Background: an optimization exercise with open tools, aiming at small area, a short achievable clock period and few clock cycles per item. Do not read the settings as production practice. RTL that was checked went through simulation tests only; none was proved equivalent to the original. Power and IR drop assume default switching activity.

## centered_moving_average_unit
module centered_moving_average_unit #(
  parameter int MAX_HALF_WIDTH = CMA_MAX_HALF_WIDTH,
  parameter int SAMPLE_BITS    = CMA_SAMPLE_BITS
) (
  input  logic               clk,
  input  logic               rst,
  input  logic               cfg_wr_en,
  input  logic [CFG_W-1:0]   cfg_wr_data,    
  input  logic               s_axis_tvalid,
  output logic               s_axis_tready,
  input  logic [TDATA_W-1:0] s_axis_tdata,   
  input  logic               s_axis_tlast,   
  output logic               m_axis_tvalid,
  input  logic               m_axis_tready,
  output logic [TDATA_W-1:0] m_axis_tdata,   
  output logic               m_axis_tlast,   
  output logic               m_axis_tuser    
);
clock: 5.5 ns
lec_check: 0
abc_clock_period_in_ps: 2500
cap_margin: 20
core_margin: 2
core_utilization: 40
setup_slack_margin: 3.0
slew_margin: 20
run.sh (not shown) runs the stock make flow with config.mk's settings and CLKGATE_MAP_FILE= SYNTH_SCRIPT=/design/flow/synth_recipe.tcl, a recipe that flattens the netlist after the stock synthesis.
The starting point finished but failed the layout checks on negative setup slack.
==> next run, changes <==
--- a/flow/config.mk
+++ b/flow/config.mk
@@ -8 +7,0 @@
-export ABC_CLOCK_PERIOD_IN_PS = 2500
@@ -12 +10,0 @@
-export SETUP_SLACK_MARGIN = 3.0
Result: The changed run reached the layout checks and failed them: negative setup slack. Synthesized cell count stays the same. Core utilization went down by 1.1 points. Flip-flop and latch count stays the same. Clock power hardly moves. Area after synthesis stays the same. Cell count went down by 1.0%. Critical path depth went down by 1.
Function was not checked in any run of this note: the RTL went through the layout flow alone.


centered_moving_average_unit, a different RTL version from the one above (not shown whole).
Size: about 6600 cells after synthesis, roughly 3300 flip-flops, about 110 I/O pins, roughly 120000 µm² of cells after synthesis.
export LEC_CHECK = 0
export ABC_CLOCK_PERIOD_IN_PS = 2500
export CAP_MARGIN = 20
export CORE_MARGIN = 2
export CORE_UTILIZATION = 40
export CTS_BUF_LIST = sky130_fd_sc_hd__clkbuf_8 sky130_fd_sc_hd__clkbuf_16
export CTS_CLUSTER_DIAMETER = 60
export CTS_CLUSTER_SIZE = 20
export SETUP_SLACK_MARGIN = 3.0
export SLEW_MARGIN = 20
export TNS_END_PERCENT = 10
create_clock -name core_clock -period 5.5 [get_ports {clk}]
Testbench counts at the start, summed over its fixed seeds: cycles 15,462, items 13,361.
Rerun with:
- CTS_BUF_LIST: sky130_fd_sc_hd__clkbuf_8 sky130_fd_sc_hd__clkbuf_16 -> sky130_fd_sc_hd__clkbuf_8
- CTS_CLUSTER_DIAMETER: 60 -> 40
- SETUP_SLACK_MARGIN: 3.0 -> 2.9
Outcome: Sequential power is about the same; total power goes up by 4.7%; cell count goes up by 2.6%; global-route usage hardly moves; worst setup slack is worse by 45 ps; routed wire length hardly moves; clock skew goes down by 3.9 ps.
Rerun with:
- CTS_BUF_LIST: sky130_fd_sc_hd__clkbuf_8 -> sky130_fd_sc_hd__clkbuf_8 sky130_fd_sc_hd__clkbuf_16
- CTS_CLUSTER_DIAMETER: 40 -> 60
- CTS_CLUSTER_SIZE: 20 -> 24
After rerunning: Worst setup slack gets better by 66 ps. Global-route usage drops by 0.20 points. Hold slack gets worse by 16 ps. Total power drops by a few percent. Sequential power is about the same. First-iteration DRC count climbs slightly. Critical path depth drops by 3. Core utilization drops by 0.74 points. Area after synthesis is unchanged.
Rerun with:
- CTS_BUF_LIST: sky130_fd_sc_hd__clkbuf_8 sky130_fd_sc_hd__clkbuf_16 -> sky130_fd_sc_hd__clkbuf_4 sky130_fd_sc_hd__clkbuf_8
- CTS_CLUSTER_DIAMETER: 60 -> default
- CTS_CLUSTER_SIZE: 24 -> default
The changed run completed without violations; synthesized area does not change; design area goes up by 2.8%; flip-flop and latch count stays the same; total power goes up by 8.8%; worst hold slack got worse by 9.1 ps; wire length goes up by 2.7%; worst setup slack got worse by 4.6 ps.
Rerun with:
- CORE_UTILIZATION: 40 -> 55
- CTS_BUF_LIST: sky130_fd_sc_hd__clkbuf_4 sky130_fd_sc_hd__clkbuf_8 -> sky130_fd_sc_hd__clkbuf_8 sky130_fd_sc_hd__clkbuf_16
- CTS_CLUSTER_DIAMETER: default -> 60
- CTS_CLUSTER_SIZE: default -> 20
Effect: Via count drops by a few percent; sequential share of layout area climbs by 2.3 points; cell area drops by a few percent; combinational power drops slightly; cell count drops by about a fifth; first-iteration DRC count drops by a few percent; worst hold slack is better by 46 ps; sequential power barely changes; synthesized area is unchanged.
Rerun with:
- CORE_UTILIZATION: 55 -> 40
- CTS_BUF_LIST: sky130_fd_sc_hd__clkbuf_8 sky130_fd_sc_hd__clkbuf_16 -> sky130_fd_sc_hd__clkbuf_4 sky130_fd_sc_hd__clkbuf_8
- CTS_CLUSTER_DIAMETER: 60 -> 40
Outcome:
- worst setup slack gains 110 ps
- global-route usage decreases by 4.5 points
- clock skew climbs by 61 ps
- power rose by 5.5%
- sequential power hardly moves
- register-to-register slack improves by 110 ps
- synthesized area does not change


centered_moving_average_unit, a different RTL version from the one above (not shown whole).
Size in the first run: about 6,600 cells after synthesis, roughly 110 I/O pins.
clock: 5.5 ns
lec_check: 0
abc_clock_period_in_ps: 2500
cap_margin: 20
core_margin: 2
core_utilization: 40
setup_slack_margin: 2.9
slew_margin: 20
tns_end_percent: 10
Change:
Settings changed: CORE_UTILIZATION 40 to 55.
What happened: The new run produced a clean layout; clock power fell by about 2%; critical path depth rose by 1; count of clock-buffer cells in the layout rose by 9; global-route usage rose by 5.1 points; sequential share of layout area rose by 1.3 points; power fell by 1.4%; setup slack is better by 18 ps; wire length fell by 3.9%.
Function was not checked in any run of this note: the RTL went through the layout flow alone.


Setup of north:
centered_moving_average_unit, a different RTL version from the one above (not shown whole).
Size: roughly 110 I/O pins, about 120000 um^2 of cells after synthesis.
Settings: LEC_CHECK=0, ABC_CLOCK_PERIOD_IN_PS=2500, CAP_MARGIN=20, CORE_MARGIN=2, CORE_UTILIZATION=40, SETUP_SLACK_MARGIN=2.6, SLEW_MARGIN=20, TNS_END_PERCENT=10; clock period 5.5 ns.
Testbench counts of north, summed over its fixed seeds: cycles 15,462, items 13,361.
For south, these inputs were changed with respect to north:
# north
export LEC_CHECK = 0
export ABC_CLOCK_PERIOD_IN_PS = 2500
export CAP_MARGIN = 20
export CORE_MARGIN = 2
export CORE_UTILIZATION = 40
export SETUP_SLACK_MARGIN = 2.6
export SLEW_MARGIN = 20
export TNS_END_PERCENT = 10
create_clock -name core_clock -period 5.5 [get_ports {clk}]
# south
export LEC_CHECK = 0
export ABC_CLOCK_PERIOD_IN_PS = 2500
export CAP_MARGIN = 20
export CORE_MARGIN = 2
export CORE_UTILIZATION = 40
export SETUP_SLACK_MARGIN = 2.9
export SLEW_MARGIN = 20
export TNS_END_PERCENT = 10
create_clock -name core_clock -period 5.5 [get_ports {clk}]
[summary]
Diff north..south | number of unique standard cell types used by synthesis | unchanged
Relative to north, south improves reg2reg setup slack.
On minimum period implied by the final worst setup slack, the higher figure sits with north, not south.
Per the comparison of south with north, number of well taps did not really move, global-route track usage on met1 did not really move.
Number of vias after detailed routing deteriorates in south relative to north.
Combinational power (south over north): increase, about 4.5%


old:
centered_moving_average_unit, a different RTL version from the one above (not shown whole).
Size: ~6,600 cells after synthesis, about 3,300 flip-flops, roughly 120,000 um^2 of cells after synthesis.
Settings: LEC_CHECK=0, ABC_CLOCK_PERIOD_IN_PS=2500, CAP_MARGIN=20, CORE_MARGIN=2, CORE_UTILIZATION=40, CTS_BUF_LIST=sky130_fd_sc_hd__clkbuf_4 sky130_fd_sc_hd__clkbuf_8, SETUP_SLACK_MARGIN=3.1, SLEW_MARGIN=20, TNS_END_PERCENT=30; clock period 5.5 ns.
Every stage of the flow completed for old, and the final layout passed the timing, DRC and antenna checks.
> inputs changed (old -> new)
Settings: clearing CTS_BUF_LIST, which used to be sky130_fd_sc_hd__clkbuf_4 sky130_fd_sc_hd__clkbuf_8; swapping 30 for 10 in TNS_END_PERCENT; swapping 3.1 for 2.9 in SETUP_SLACK_MARGIN.
==> comparison <==
- old reports its end point of the critical path as s_axis_tready while new reports a_lo[14].
- Looking at register-to-register slack across old and new, the one that comes out lower is old.
- new: met1 routed wirelength after detailed routing is about 3.4% lower than what old reported.
- new: flow complete, layout not clean; failing: antenna rules
- new ended up with met5 as its top routing layer in use; old ended up with met4.
- Compared with old, new shows a lower via count.
- In the tables for old and new, worst setup slack reads higher with new.
Function was not checked in any run of this note: the RTL went through the layout flow alone.


== ember ==
RTL: one of the versions met above, not the one the previous note started from.
Size in the first run: about 6600 cells after synthesis, about 120000 sq um of cells after synthesis.
Settings: LEC_CHECK=0, ABC_CLOCK_PERIOD_IN_PS=2500, CAP_MARGIN=20, CORE_MARGIN=2, CORE_UTILIZATION=40, CTS_BUF_LIST=sky130_fd_sc_hd__clkbuf_4 sky130_fd_sc_hd__clkbuf_8, SETUP_SLACK_MARGIN=2.7, SLEW_MARGIN=20, TNS_END_PERCENT=10; clock period 5.5 ns.
ember: done, clean on timing, DRC and antenna
Testbench counts of ember, summed over its fixed seeds: cycles 15,462, items 13,361.
The inputs of lagoon differ from those of ember as listed below.
Settings: setting CTS_CLUSTER_DIAMETER to 60 for the first time; changing CTS_BUF_LIST from sky130_fd_sc_hd__clkbuf_4 sky130_fd_sc_hd__clkbuf_8 to sky130_fd_sc_hd__clkbuf_8 sky130_fd_sc_hd__clkbuf_16; changing SETUP_SLACK_MARGIN from 2.7 to 2.9; setting CTS_CLUSTER_SIZE to 20 for the first time.
## What came out
Delta(count of buffers added by post-CTS timing repair for setup, lagoon - ember) > 0
Measured against lagoon, the overall power of ember comes out at 1.07 times the reference value.
Final critical-path setup slack for lagoon: 0.41 ns up relative to ember
Summary of lagoon over ember: arrival time at the worst endpoint decreased by 0.39 ns relative to the old numbers; layout overhead on the synthesized area decreased by 1.7 points relative to the old numbers; top achievable clock speed increased by 51 MHz relative to the old numbers; clock latency on the worst-skew pair decreased by 0.14 ns relative to the old numbers; number of logic inverters in the finished layout increased by 0.59% relative to the old numbers.
Input-level comparison between tundra and lagoon:
Settings: swapping sky130_fd_sc_hd__clkbuf_8 sky130_fd_sc_hd__clkbuf_16 for sky130_fd_sc_hd__clkbuf_8 in CTS_BUF_LIST.
Results
tundra finished end to end and its layout was clean on timing, DRC and antenna.
The wire length of lagoon and that of tundra are within noise of each other.
Looking at worst-path cell with the longest stage delay, the buf_4 result is from lagoon; the edfxtp_1 one comes from tundra.
In the reports for tundra and lagoon, the smaller total non-filler cell area in the finished layout belongs to tundra.
Compared with lagoon, in tundra clock share of power saw a decrease, flop-to-flop setup slack saw a decrease, setup slack saw a decrease.
u_div.g_st[0].rq[2] as the destination of the critical timing path was reported by tundra, and u_vline.g_seg[3].hold[4] by lagoon.
Core util | tundra vs lagoon | tundra lower
For maple, these inputs were changed with respect to tundra:
Settings: swapping sky130_fd_sc_hd__clkbuf_8 for sky130_fd_sc_hd__clkbuf_8 sky130_fd_sc_hd__clkbuf_16 in CTS_BUF_LIST; swapping 20 for 30 in CTS_CLUSTER_SIZE.
==> run summary <==
Peak supply drop: maple vs tundra up 9.2%. The higher total power after layout came out of maple. Re net switching component of the power: tundra was lower than maple. maple vs. tundra: number of vias per cell went up by 0.015, count of plain and timing-repair buffers in the layout went up by 8.7%, global router's overall resource usage was more or less identical, wire length on met3 went down by 11%, critical path data required time went down by 1.78 ns. In the flow results for maple and tundra, the met3 track demand over resource in global routing is smaller on maple. In maple the core utilization turned out 0.89 points higher than in tundra. As far as mean instance size in the synthesized netlist goes, tundra and maple are indistinguishable; the numbers are identical.

==> what the ideal ports hide <==
The flow's constraints put no driver on any port. The routed layouts listed below were extracted and timed again, unchanged, in two steps.
Step 1 (the two cells are an assumption about what drives the block):
set clk [get_ports {clk}]
set_driving_cell -lib_cell sky130_fd_sc_hd__clkbuf_16 $clk
set_driving_cell -lib_cell sky130_fd_sc_hd__buf_2 [delete_from_list [all_inputs] $clk]
Step 2 times the ports against the registers' clock, not the clock port: input delays grow and output delays shrink by t, the midpoint of the rising clock arrivals with the driver on.
Slacks: no drivers / after step 1 / after step 2; pairs: no drivers / after step 1.
run | t, ns | setup WS [ns] | clock arrival spread, ns | worst data-port slew with drivers (ns) | cell pins on the clock port's net
the first run of note 1 | 0.938 | -0.608 / -0.608 / -0.608 | 0.113 / 0.114 | 0.23 | 1
the second run of note 1 | 0.927 | -0.638 / -0.638 / -0.638 | 0.116 / 0.116 | 0.26 | 1
the first run of note 2 | 0.957 | 2.826 / 2.785 / 1.941 | 0.108 / 0.108 | 0.08 | 1
the second run of note 2 | 1.067 | 2.781 / 2.729 / 2.027 | 0.125 / 0.125 | 0.08 | 1
the third run of note 2 | 0.960 | 2.847 / 2.761 / 1.966 | 0.124 / 0.124 | 0.07 | 1
the fourth run of note 2 | 1.065 | 2.842 / 2.768 / 1.986 | 0.153 / 0.153 | 0.08 | 1
the fifth run of note 2 | 0.943 | 2.676 / 2.587 / 1.872 | 0.047 / 0.047 | 0.20 | 1
the sixth run of note 2 | 1.068 | 2.781 / 2.728 / 2.038 | 0.124 / 0.124 | 0.08 | 1
the first run of note 3 | 0.985 | 2.301 / 2.301 / 1.350 | 0.115 / 0.114 | 0.17 | 1
the second run of note 3 | 0.997 | 2.319 / 2.319 / 1.478 | 0.078 / 0.079 | 0.25 | 1
north | 0.935 | 2.527 / 2.438 / 2.267 | 0.093 / 0.093 | 0.09 | 1
south | 0.932 | 2.639 / 2.639 / 2.265 | 0.094 / 0.094 | 0.10 | 1
old | 1.204 | 2.646 / 2.543 / 1.854 | 0.161 / 0.161 | 0.21 | 1
new | 0.961 | 2.749 / 2.739 / 2.019 | 0.106 / 0.106 | 0.20 | 1
ember | 1.067 | 2.443 / 2.443 / 1.965 | 0.154 / 0.154 | 0.08 | 1
lagoon | 0.956 | 2.853 / 2.780 / 1.975 | 0.106 / 0.106 | 0.08 | 1
tundra | 1.083 | 2.772 / 2.688 / 2.001 | 0.140 / 0.141 | 0.08 | 1
maple | 0.944 | 2.867 / 2.777 / 2.017 | 0.103 / 0.103 | 0.08 | 1
The setup slack of the first run of note 3, which loses most, moves by 0.000 ns with the drivers and by -0.951 ns with both steps.
